Context: an optimization exercise on an open-source flow, tuned for small area, a short achievable clock period and few clock cycles per item. The choices shown serve that exercise and are no tape-out recipe. Only simulation tests tie the RTL to the original design; equivalence was not proved. Power is estimated from default activity; no workload was simulated.

--- flow/config.mk ---
export PLATFORM = sky130hd
export DESIGN_NAME = owned_byte_fifo_with_flush_mark
export DESIGN_NICKNAME = owned_byte_fifo_with_flush_mark
export VERILOG_FILES = /design/flow/design.v
export SDC_FILE = /design/flow/constraint.sdc
export NUM_CORES = 4
export LEC_CHECK = 0
export CAP_MARGIN = 20
export CORE_MARGIN = 2
export CORE_UTILIZATION = 40
export CTS_CLUSTER_DIAMETER = 80
export CTS_CLUSTER_SIZE = 25
export SETUP_SLACK_MARGIN = 4.6
export SLEW_MARGIN = 20
--- flow/constraint.sdc ---
create_clock -name core_clock -period 8.0 [get_ports {clk}]
set_input_delay 1.6000 -clock core_clock [delete_from_list [all_inputs] [get_ports {clk}]]
set_output_delay 1.6000 -clock core_clock [all_outputs]
set_load 0.01 [all_outputs]
--- flow/design.v ---
`default_nettype none
package obfifo_pkg;
  localparam int DATA_W = 8;
  localparam int FUNC_W = 3;
  localparam int STAT_W = 32;
  typedef enum logic [FUNC_W-1:0] {
    FN_PUSH      = 3'd0,
    FN_POP       = 3'd1,
    FN_QUERY     = 3'd2,
    FN_ADOPT     = 3'd3,
    FN_CLOSE     = 3'd4,
    FN_TAKE_LOST = 3'd5
  } func_t;
  typedef enum logic {
    S_IDLE,
    S_RDATA
  } fsm_t;
endpackage
`default_nettype wire
`default_nettype none
module owned_byte_fifo_with_flush_mark
#(
  parameter int DEPTH   = 256,
  parameter int ID_BITS = 6
) (
  input  wire logic                      clk,
  input  wire logic                      rst_n,
  input  wire logic                      in_valid,
  output logic                           in_stall,
  input  wire logic [obfifo_pkg::FUNC_W-1:0] in_func,
  input  wire logic [ID_BITS-1:0]        in_client_id,
  input  wire logic [obfifo_pkg::DATA_W-1:0] in_data_in,
  output logic                           out_valid,
  input  wire logic                      out_stall,
  output logic [obfifo_pkg::DATA_W-1:0]  out_read_data,
  output logic                           out_read_valid,
  output logic [$clog2(DEPTH)-1:0]       out_fill_level,
  output logic                           out_client_lost,
  output logic                           out_close_valid,
  output logic [ID_BITS-1:0]             out_close_id,
  output logic [obfifo_pkg::STAT_W-1:0]  out_handshakes,
  output logic [obfifo_pkg::STAT_W-1:0]  out_bytes_received,
  output logic [obfifo_pkg::STAT_W-1:0]  out_bytes_dropped,
  output logic [obfifo_pkg::STAT_W-1:0]  out_bytes_flushed
);
  localparam int PTR_W  = $clog2(DEPTH);
  localparam int DW     = obfifo_pkg::DATA_W;
  localparam int FW     = obfifo_pkg::FUNC_W;
  localparam int SW     = obfifo_pkg::STAT_W;
  logic              hv_r, sv_r;
  logic [FW-1:0]     hf_r, sf_r;
  logic [ID_BITS-1:0] hid_r, sid_r;
  logic [DW-1:0]     hd_r, sd_r;
  logic              ov_r;
  logic              go;
  logic              in_xfer;
  assign in_stall = sv_r;
  assign in_xfer  = in_valid && !sv_r;
  assign go       = hv_r && (!ov_r || !out_stall);
  always_ff @(posedge clk) begin
    if (!rst_n) begin
      hv_r <= 1'b0;
      sv_r <= 1'b0;
    end else if (!hv_r || go) begin
      hv_r <= sv_r || in_xfer;
      sv_r <= 1'b0;
    end else if (in_xfer) begin
      sv_r <= 1'b1;
    end
  end
  always_ff @(posedge clk) begin
    if (!hv_r || go) begin
      if (sv_r) begin
        hf_r  <= sf_r;
        hid_r <= sid_r;
        hd_r  <= sd_r;
      end else begin
        hf_r  <= in_func;
        hid_r <= in_client_id;
        hd_r  <= in_data_in;
      end
    end
    if (!sv_r) begin
      sf_r  <= in_func;
      sid_r <= in_client_id;
      sd_r  <= in_data_in;
    end
  end
  logic [15:0]        wlo_r;      
  logic [15:0]        whi_r;      
  logic [15:0]        rlo_r;      
  logic [15:0]        rhi_r;      
  logic [PTR_W-1:0]   level_r;    
  logic [PTR_W-1:0]   elevel_r;   
  logic [PTR_W-1:0]   fdist_r;    
  logic [ID_BITS-1:0] owner_r;
  logic               owned_r;
  logic               lost_r;
  logic [SW-1:0]      hs_r, rcv_r, drop_r, fl_r;
  logic [DW-1:0]      pf_r;
  logic [DW-1:0]      odata_r;
  logic               orvalid_r;
  logic               olost_r;
  logic               oclose_r;
  logic [ID_BITS-1:0] oclose_id_r;
  logic [DW-1:0]      ring_mem [DEPTH];
  logic [DW-1:0]      mem_q;
  logic is_push, is_pop, is_pq, is_adopt_op, is_close, is_take;
  logic id_match, owner_match, adopt, close_v, full, eempty, store, pop_ne;
  logic lost_out;
  assign is_push     = (hf_r == obfifo_pkg::FN_PUSH);
  assign is_pop      = (hf_r == obfifo_pkg::FN_POP);
  assign is_pq       = (hf_r == obfifo_pkg::FN_POP) || (hf_r == obfifo_pkg::FN_QUERY);
  assign is_adopt_op = (hf_r == obfifo_pkg::FN_ADOPT);
  assign is_close    = (hf_r == obfifo_pkg::FN_CLOSE);
  assign is_take     = (hf_r == obfifo_pkg::FN_TAKE_LOST);
  assign id_match    = (owner_r == hid_r);
  assign owner_match = owned_r && id_match;
  assign adopt       = is_adopt_op || (is_push && !owner_match);
  assign close_v     = adopt && owned_r && !id_match;
  assign full        = &level_r;
  assign eempty      = (elevel_r == '0);
  assign store       = is_push && !full;
  assign pop_ne      = is_pop && !eempty;
  assign lost_out    = lost_r || adopt || (is_close && owner_match);
  always_comb begin
    logic [DW-1:0] grp;
    mem_q = '0;
    for (int j = 0; j < 16; j++) begin
      grp = '0;
      for (int i = 0; i < 16; i++) begin
        grp = grp | ({DW{rlo_r[i]}} & ring_mem[j*16+i]);
      end
      mem_q = mem_q | ({DW{rhi_r[j]}} & grp);
    end
  end
  always_ff @(posedge clk) begin
    for (int i = 0; i < DEPTH; i++) begin
      if (wlo_r[i % 16] && whi_r[i / 16]) ring_mem[i] <= hd_r;
    end
  end
  always_ff @(posedge clk) begin
    if (go && adopt) begin
      pf_r <= hd_r;
    end else if (go && pop_ne) begin
      pf_r <= mem_q;
    end else if (eempty) begin
      pf_r <= hd_r;
    end
  end
  always_ff @(posedge clk) begin
    if (!rst_n) begin
      wlo_r    <= 16'h0001;
      whi_r    <= 16'h0001;
      rlo_r    <= 16'h0002;
      rhi_r    <= 16'h0001;
      level_r  <= '0;
      elevel_r <= '0;
      fdist_r  <= '0;
      owner_r  <= '0;
      owned_r  <= 1'b0;
      lost_r   <= 1'b0;
      hs_r     <= '0;
      rcv_r    <= '0;
      drop_r   <= '0;
      fl_r     <= '0;
      ov_r     <= 1'b0;
    end else begin
      ov_r <= go || (ov_r && out_stall);
      if (go) begin
        if (store) begin
          wlo_r  <= {wlo_r[14:0], wlo_r[15]};
          if (wlo_r[15]) whi_r <= {whi_r[14:0], whi_r[15]};
          rcv_r  <= rcv_r + 1'b1;
        end
        if (is_push && full) begin
          drop_r <= drop_r + 1'b1;
        end
        if (adopt) begin
          hs_r     <= hs_r + 1'b1;
          owner_r  <= hid_r;
          owned_r  <= 1'b1;
          rlo_r    <= {wlo_r[14:0], wlo_r[15]};
          rhi_r    <= wlo_r[15] ? {whi_r[14:0], whi_r[15]} : whi_r;
          fdist_r  <= level_r;
          elevel_r <= PTR_W'(store);
        end else if (store) begin
          elevel_r <= elevel_r + 1'b1;
        end
        if (store) begin
          level_r <= level_r + 1'b1;
        end
        if (is_pq) begin
          fl_r    <= fl_r + SW'(fdist_r);
          fdist_r <= '0;
          level_r <= elevel_r - PTR_W'(pop_ne);
        end
        if (pop_ne) begin
          rlo_r    <= {rlo_r[14:0], rlo_r[15]};
          if (rlo_r[15]) rhi_r <= {rhi_r[14:0], rhi_r[15]};
          elevel_r <= elevel_r - 1'b1;
        end
        if (is_close && owner_match) begin
          owned_r <= 1'b0;
        end
        lost_r <= is_take ? 1'b0 : lost_out;
      end
    end
  end
  always_ff @(posedge clk) begin
    if (go) begin
      odata_r     <= pop_ne ? pf_r : '0;
      orvalid_r   <= pop_ne;
      olost_r     <= lost_out;
      oclose_r    <= close_v;
      oclose_id_r <= close_v ? owner_r : '0;
    end
  end
  assign out_valid          = ov_r;
  assign out_read_data      = odata_r;
  assign out_read_valid     = orvalid_r;
  assign out_fill_level     = level_r;
  assign out_client_lost    = olost_r;
  assign out_close_valid    = oclose_r;
  assign out_close_id       = oclose_id_r;
  assign out_handshakes     = hs_r;
  assign out_bytes_received = rcv_r;
  assign out_bytes_dropped  = drop_r;
  assign out_bytes_flushed  = fl_r;
endmodule
`default_nettype wire
--- flow/flow/run.sh ---
#!/bin/bash
# The standard layout (standard.sh: synthesis to routed layout), with two
# changes: plain buf_2 cells as the port buffers instead of the delay cells
# buffer_ports picks by default, and a clock tree without dummy loads.
# Each ORFS step keeps its own log under orfs/logs; standard.sh's own output
# goes to standard.log here.
export BUFFER_PORTS_ARGS="-buffer_cell sky130_fd_sc_hd__buf_2"
export CTS_ARGS="-sink_clustering_enable -repair_clock_nets -sink_clustering_size 25 -sink_clustering_max_diameter 80 -dont_use_dummy_load"
cp standard.sh standard.sh.txt
bash standard.sh > standard.log 2>&1
--- flow/standard.sh ---
#!/bin/bash
# synth_recipe.tcl (not shown) runs the flow's synth.tcl, then flattens the netlist and writes it again
# the make line also repeats each setting of config.mk as NAME=value (left out here)
make -C /OpenROAD-flow-scripts/flow DESIGN_CONFIG=/design/flow/config.mk WORK_HOME=/design/flow/orfs CLKGATE_MAP_FILE= SYNTH_SCRIPT=/design/flow/synth_recipe.tcl "${@:-finish}"
==> results_dict.tcl, run 1 <==
set metrics [dict create \
    synth_nets 5408 \
    crit_fanout 72 \
    stdcell_count 8303 \
    io_buffers 175 \
    insertion_delay_ns 0.79 \
    drc 0 \
    hold_viol 0 \
    critPathSlowestCell "o41a_1" \
    critPathArrivalTime_ns 3.96 \
    numCtsBuffers 116 \
    power.density_nw_per_um2 218 \
    drt_iter0_drc 7378 \
    wl_met1_um 108000 \
    rows 171 \
    track_usage_pct 23.4 \
    power_uw 20700 \
    dp_hpwl_um 146000 \
    cp_top_family "compound AO/OA/AOI/OAI gates" \
    skew_ns 0.0932 \
    ys.flop_type "edfxtp_1" \
    synth_edf_count 2090 \
    ys_seq_area_share_pct 77.6 \
    status "complete, no violations" \
    startpoint_type "flip-flop" \
    final_max_slew_viol_count 0 \
    viasPerCell 6.28 \
    fin_util_pct 43.8 \
    setup_tns_ns 0 \
    period_minus_slack_ns 3.45 \
    fmax_ghz 0.289 \
    cpPeakStageDelay_ns 0.50 \
    core_um2 217000 \
    vdd_drop_max_uv 188 \
    postRouteAntennaNets 0 \
    fin_nets 5453 \
    wire_per_inst_um 32.4 \
    cts-htree-levels 3 \
    cts_tree "done" \
    ys_types 77 \
    cp_common_cell "nand4_1" \
    setup_violations 0 \
    place_congestion 0.855 \
    rsz0062_at_grt "yes" \
    syn_inst 5369 \
    cp_num_buf_inv 1 \
    route.met3.wl_um 30000 \
    crit_path_end_kind "flip-flop" \
    clock-root-buffer "clkbuf_16" \
    cp.required_ns 8.50 \
    grt_pass1_wl_um 378000 \
    ys_ff_latch 2334 \
    min_path_type "flip-flop to flip-flop" \
    drive_gt1_share_pct 9.28 \
    path_cells "buf_12 -> a22o_1 -> a221oi_1 -> nand4_1 -> a221oi_2 -> nand4_1 -> o41a_1" \
    overflow 0 \
    grt_start_max_net_pins 218 \
    fillers 19035 \
    tightest_slew_ns 1.40 \
    synth_area_um2 87200 \
    first_pass_iters 6 \
    drt_wl_total_um 269000 \
    top_layer_used "met5" \
    grt_pass1_vias 49852 \
    timing.final.crit_share_pct 43.2 \
    ios 176 \
    die_h_um 471 \
    clkTransAtPathRegs_ns 0.08 \
    async_flop_share_pct 0 \
    dp_cells 8120 \
    critPathKind "flip-flop to flip-flop" \
    start_util_pct 40.2 \
    max_slew_margin_pct 6.99 \
    met2WireLength_um 124000 \
    die_area_um2 222000 \
    antenna_found_initial 25 \
    num_vias 52134 \
    cts_buffer_depth 3 \
    die_x_um 471 \
    drv_cap 0 \
    synth_area_per_cell_um2 16.2 \
    syn2layout_area_growth_pct 8.97 \
    power.leakage_uw 0.0292 \
    yosysWarnings 2 \
    numClockSinks 2334 \
]
flip-flops by register name (all words and copies together) (netlist names), 3 cells and up:
name / count
rcv_r: 32
fdist_r: 8
pf_r: 8
hs_r: 32
rhi_r: 16
hf_r: 3
elevel_r: 8
wlo_r: 16
sf_r: 3
oclose_id_r: 6
fl_r: 32
sid_r: 6
level_r: 8
hid_r: 6
owner_r: 6
sd_r: 8
odata_r: 8
ring_mem: 2048
drop_r: 32
rlo_r: 16
whi_r: 16
hd_r: 8
cells in the mapped netlist (all sizes together), types with 26 or more instances:
master     n  area (um2)
a21oi    100         504
a221oi   294        2570
a22o     293        2570
a22oi    464        3480
and2     289        1810
buf       98         397
clkbuf   253         951
dfxtp    244        4880
edfxtp  2090       62800
nand2    182         686
nand3    191         956
nand4    153         970
nor2     188         713
nor3      26         146
o21ai    126         634
xnor2     75         657
xor2      46         403
layer usage:
layer,up-vias,track usage (%)
met5,-,0
li1,21649,-
met2,2969,36.7
met3,391,5.51
met4,16,6.26
met1,27109,32.7
power breakdown:
part | internal, uW | switching (uW) | total, uW
sequential | 13300 | 88.0 | 13400
combinational | 291 | 782 | 1070
clock | 2570 | 3670 | 6250
total | 16200 | 4550 | 20700
worst register-to-register path, cell delays in order, from the launching register on:
cell	delay (ns)
dfxtp_4	0.48
buf_12	0.30
a22o_1	0.44
a221oi_1	0.25
nand4_1	0.36
a221oi_2	0.38
nand4_1	0.46
o41a_1	0.50
layout make-up:
| type | count | area [um2] | area share, % |
|---|---|---|---|
| Multi-Input combinational cell | 2662 | 18300 | 19.3 |
| Timing Repair Buffer | 276 | 2260 | 2.38 |
| Clock buffer | 116 | 2900 | 3.06 |
| Antenna cell | 37 | 92.6 | 0.0975 |
| Tap cell | 2854 | 3570 | 3.76 |
| Sequential cell | 2334 | 67700 | 71.3 |
| Inverter | 24 | 124 | 0.130 |
worst paths after layout:
check | startpoint | end | slack, ns | cells past startpoint
setup reg to reg | rlo_r[8] | pf_r[0] | 4.55 | 7
setup / recovery | rlo_r[8] | pf_r[0] | 4.55 | 7
hold reg to reg | fdist_r[5] | fdist_r[5] | 0.47 | 2
hold / removal | fdist_r[5] | fdist_r[5] | 0.47 | 2
stage by stage:
stage / area, um2 / hold WS [ns] / worst slack, ns
finish: 95000 / 0.474 / 4.55
global route: 94900 / 0.497 / 4.60
CTS: 94700 / 0.478 / 4.58
floorplan: 87200 / 0.446 / 3.94
detailed placement: 91200 / 0.460 / 2.61
global placement: 91200 / 0.455 / 2.70
repair_timing:
item                                    CTS  global route
hold buffers                              0             0
setup buffers                            18             4
pin swaps                                11             8
gates resized for setup                  57            22
cloned                                    6             2
endpoints found under the setup margin  139            77
logic make-up after synthesis:
logic type                 count (synthesis)  synth area share, %
DFF                                     2334                 77.6
AOI/OAI and AO/OA                       1366                 12.1
muxes                                     21                0.267
buffers and inverters                    375                 1.65
and+or+nand+nor                         1134                 6.95
adders and majority gates                 18                0.267
xor gates and xnor gates                 121                 1.22
layout by cell type, fill, tap and decap left out, types with 17 or more instances in the layout:
| cell type | count |
|---|---|
| xnor2_1 | 75 |
| buf_2 | 175 |
| inv_1 | 21 |
| a21oi_1 | 99 |
| buf_4 | 52 |
| a211oi_1 | 19 |
| clkbuf_16 | 118 |
| dfxtp_2 | 17 |
| nor2b_1 | 19 |
| xor2_1 | 46 |
| nor2_1 | 186 |
| buf_12 | 23 |
| nand4_1 | 151 |
| diode_2 | 37 |
| ha_1 | 17 |
| nand3_1 | 190 |
| edfxtp_1 | 2090 |
| o21ai_0 | 109 |
| a22o_1 | 293 |
| nor3_1 | 23 |
| or3_1 | 19 |
| mux2_2 | 18 |
| nand2_1 | 179 |
| dfxtp_1 | 211 |
| a221oi_1 | 284 |
| and3_1 | 20 |
| a22oi_1 | 457 |
| and2_1 | 288 |
Testbench counts, summed over its fixed seeds: cycles 16,016, items 16,000.
==> run 2, diff against run 1 <==
==> flow/run.sh (new file) <==
#!/bin/bash
# synth_recipe.tcl (not shown) runs the flow's synth.tcl, then flattens the netlist and writes it again
# the make line also repeats each setting of config.mk as NAME=value (left out here)
make -C /OpenROAD-flow-scripts/flow DESIGN_CONFIG=/design/flow/config.mk WORK_HOME=/design/flow/orfs CLKGATE_MAP_FILE= SYNTH_SCRIPT=/design/flow/synth_recipe.tcl finish
--- a/flow/config.mk
+++ b/flow/config.mk
@@ -8,7 +8,5 @@
 export CAP_MARGIN = 20
 export CORE_MARGIN = 2
 export CORE_UTILIZATION = 40
-export CTS_CLUSTER_DIAMETER = 80
-export CTS_CLUSTER_SIZE = 25
-export SETUP_SLACK_MARGIN = 4.6
+export SETUP_SLACK_MARGIN = 4.5
 export SLEW_MARGIN = 20
removed: flow/flow/run.sh
removed: flow/standard.sh
==> results_dict.tcl, run 2 <==
set metrics [dict create \
    drv_cap 0 \
    tightest_slew_ns 1.24 \
    crit_path_end_kind "flip-flop" \
    min_path_type "flip-flop to flip-flop" \
    fin_nets 5572 \
    cts_buffer_depth 3 \
    drive_gt1_share_pct 9.84 \
    syn_inst 5369 \
    final_common_cell "edfxtp_1" \
    clock-root-buffer "clkbuf_16" \
    ios 176 \
    numClockSinks 2334 \
    top_register "ring_mem" \
    synthTopCellsByArea "edfxtp_1, dfxtp_1, a22oi_1, a221oi_1, a22o_1" \
    numCtsBuffers 229 \
    timing.final.crit_share_pct 44.6 \
    critPathSlowestCell "o21ai_0" \
    cts_hold_buffers 0 \
    status "complete, no violations" \
    die_area_um2 222000 \
    ys_types 77 \
    startpoint_type "flip-flop" \
    drt_iter0_drc 7409 \
    grt_pass1_wl_um 378000 \
    setup_violations 0 \
    antenna_found_initial 13 \
    dp_hpwl_um 148000 \
    track_usage_pct 23.4 \
    cp_num_buf_inv 1 \
    rows 171 \
    synth.top_cell.area_share_pct 72.0 \
    start_util_pct 40.2 \
    synth_nets 5408 \
    ys_top_cells_by_count "edfxtp_1, a22oi_1, a221oi_1, a22o_1, and2_1" \
    rsz0062_at_grt "yes" \
    yosysWarnings 2 \
    fin_util_pct 46.2 \
    insertion_delay_ns 0.88 \
    critPathArrivalTime_ns 4.19 \
    ys_ff_latch 2334 \
    synth_edf_count 2090 \
    dp_cells 8130 \
    async_flop_share_pct 0 \
    final_max_slew_viol_count 0 \
    vdd_drop_max_uv 189 \
    yosysMostFrequentCell "edfxtp_1" \
    cp_top_family "compound AO/OA/AOI/OAI gates" \
    critPathKind "flip-flop to flip-flop" \
    cp.required_ns 8.63 \
    drc 0 \
    mostFrequentLayoutCells "edfxtp_1, a22oi_1, a22o_1, a221oi_1, and2_1" \
    die_h_um 471 \
    power.leakage_uw 0.0316 \
    overflow 0 \
    path_cells "buf_4 -> a22o_1 -> a221oi_1 -> nand3_1 -> o21ai_0 -> nand4_1 -> o41a_1" \
    largest_reg_flops 2048 \
    place_congestion 0.837 \
    syn2layout_area_growth_pct 15.0 \
    cts_tree "done" \
    fmax_ghz 0.280 \
    crit_fanout 39 \
    power.density_nw_per_um2 250 \
    stdcell_count 8611 \
    postRouteAntennaNets 0 \
    place_ws_ns 2.18 \
    drt_wl_total_um 270000 \
    synth_area_per_cell_um2 16.2 \
    setup_tns_ns 0 \
    clkTransAtPathRegs_ns 0.07 \
    cpPeakStageDelay_ns 0.56 \
    io_buffers 175 \
    setup_ws_ns 4.43 \
    skew_ns 0.0517 \
    grt_start_max_net_pins 210 \
    core_um2 217000 \
    ys_seq_area_share_pct 77.6 \
    synth_area_um2 87200 \
    die_x_um 471 \
    grt_pass1_vias 51021 \
    viasPerCell 6.17 \
    hold_viol 0 \
    num_vias 53150 \
    cts-htree-levels 4 \
    wire_per_inst_um 31.3 \
    ys.flop_type "edfxtp_1" \
    max_slew_margin_pct 17.3 \
    first_pass_iters 6 \
    period_minus_slack_ns 3.57 \
    synth_top_area_cell "edfxtp_1" \
]
==> run 2: cell counts after synthesis <==
No cell type changed its count.
==> run 2: routing by layer <==
metal / share of wire (%) / track usage, %
met3: 11 / 5.54
met5: 0.020 / 0
met1: 40 / 32.6
met4: 2.6 / 7.24
met2: 46 / 36.4
==> run 2: timing repair <==
action,in CTS,in global routing
pin swaps,11,10
setup buffers,12,9
setup endpoints to repair,245,136
gates resized for setup,177,56
cloned,2,2
==> run 2: path summary, 6_finish.rpt <==
kind | depth (start not counted) | startpoint | endpoint | slack (ns)
max | 7 | rlo_r[1] | pf_r[0] | 4.43
min | 2 | wlo_r[15] | wlo_r[15] | 0.47
max reg2reg | 7 | rlo_r[1] | pf_r[0] | 4.43
min reg2reg | 2 | wlo_r[15] | wlo_r[15] | 0.47
==> run 2: final cells by class <==
cell class              count  area (um2)
fillers                 18646      117000
flip-flops and latches   2334       67800
multi-input cells        2662       18400
clock buffers             293        6010
well taps                2854        3570
repair buffers            282        2990
clock inverters           127        1260
inverters                  24         114
diodes                     35        87.6
==> run 2: cells by family (layout without fill, tap and decap cells) <==
family / count (synthesis) / count (layout) / synth area share [%]
buf+inv: 375 / 726 / 1.65
mux: 21 / 21 / 0.267
flops: 2334 / 2334 / 77.6
simple gates: 1134 / 1136 / 6.95
other cells: 0 / 35 / 0
compound gates: 1366 / 1366 / 12.1
xor+xnor: 121 / 121 / 1.22
fa+ha+maj: 18 / 18 / 0.267
==> run 2: stage by stage <==
stage	cell area (um2)	hold WS (ns)	power, uW
6_report	100000	0.465	25000
5_1_grt	100000	0.489	25600
4_1_cts	99700	0.458	25100
3_5_place_dp	92100	0.448	14700
3_3_place_gp	92100	0.440	14700
2_1_floorplan	87200	0.446	14200
==> run 2: worst reg2reg max path: cells and delay by family, from the launching register on <==
| family | cells | cell delay, ns |
|---|---|---|
| AO/OA/AOI/OAI | 4 | 1.68 |
| buffers and inverters | 1 | 0.41 |
| flip-flops | 1 | 0.47 |
| AND/OR/NAND/NOR | 2 | 0.75 |
==> run 2: power by group <==
| group | leakage, uW | internal, uW | switching [uW] | total [uW] |
|---|---|---|---|---|
| clock network | 0.00353 | 5860 | 4680 | 10500 |
| logic | 0.00721 | 298 | 802 | 1100 |
| registers | 0.0209 | 13300 | 79.9 | 13400 |

## what the ideal ports hide
In the flow no input, the clock included, has a driving cell. The finished layouts below were timed again as built, in two steps.
Step 1, drivers: a clkbuf_16 drives clk and a buf_2 each remaining input, both assumed.
Step 2, shift: input delay + t, output delay - t, t = (earliest + latest rising clock arrival at the registers) / 2. This alone moves slack from input paths to output paths.
a / b / c = no drivers / after step 1 / after step 2; a / b = the first two.
| run | t, ns | slack for setup (ns) | worst setup path after step 2 |
|---|---|---|---|
| run 1 | 0.851 | 4.546 / 4.546 / 3.979 | input to register |
| run 2 | 0.956 | 4.432 / 4.432 / 3.784 | input to register |
After both steps every run listed still meets setup and hold. The setup slack of run 2, which loses most, moves by 0.000 ns with the drivers and by -0.648 ns with both steps.
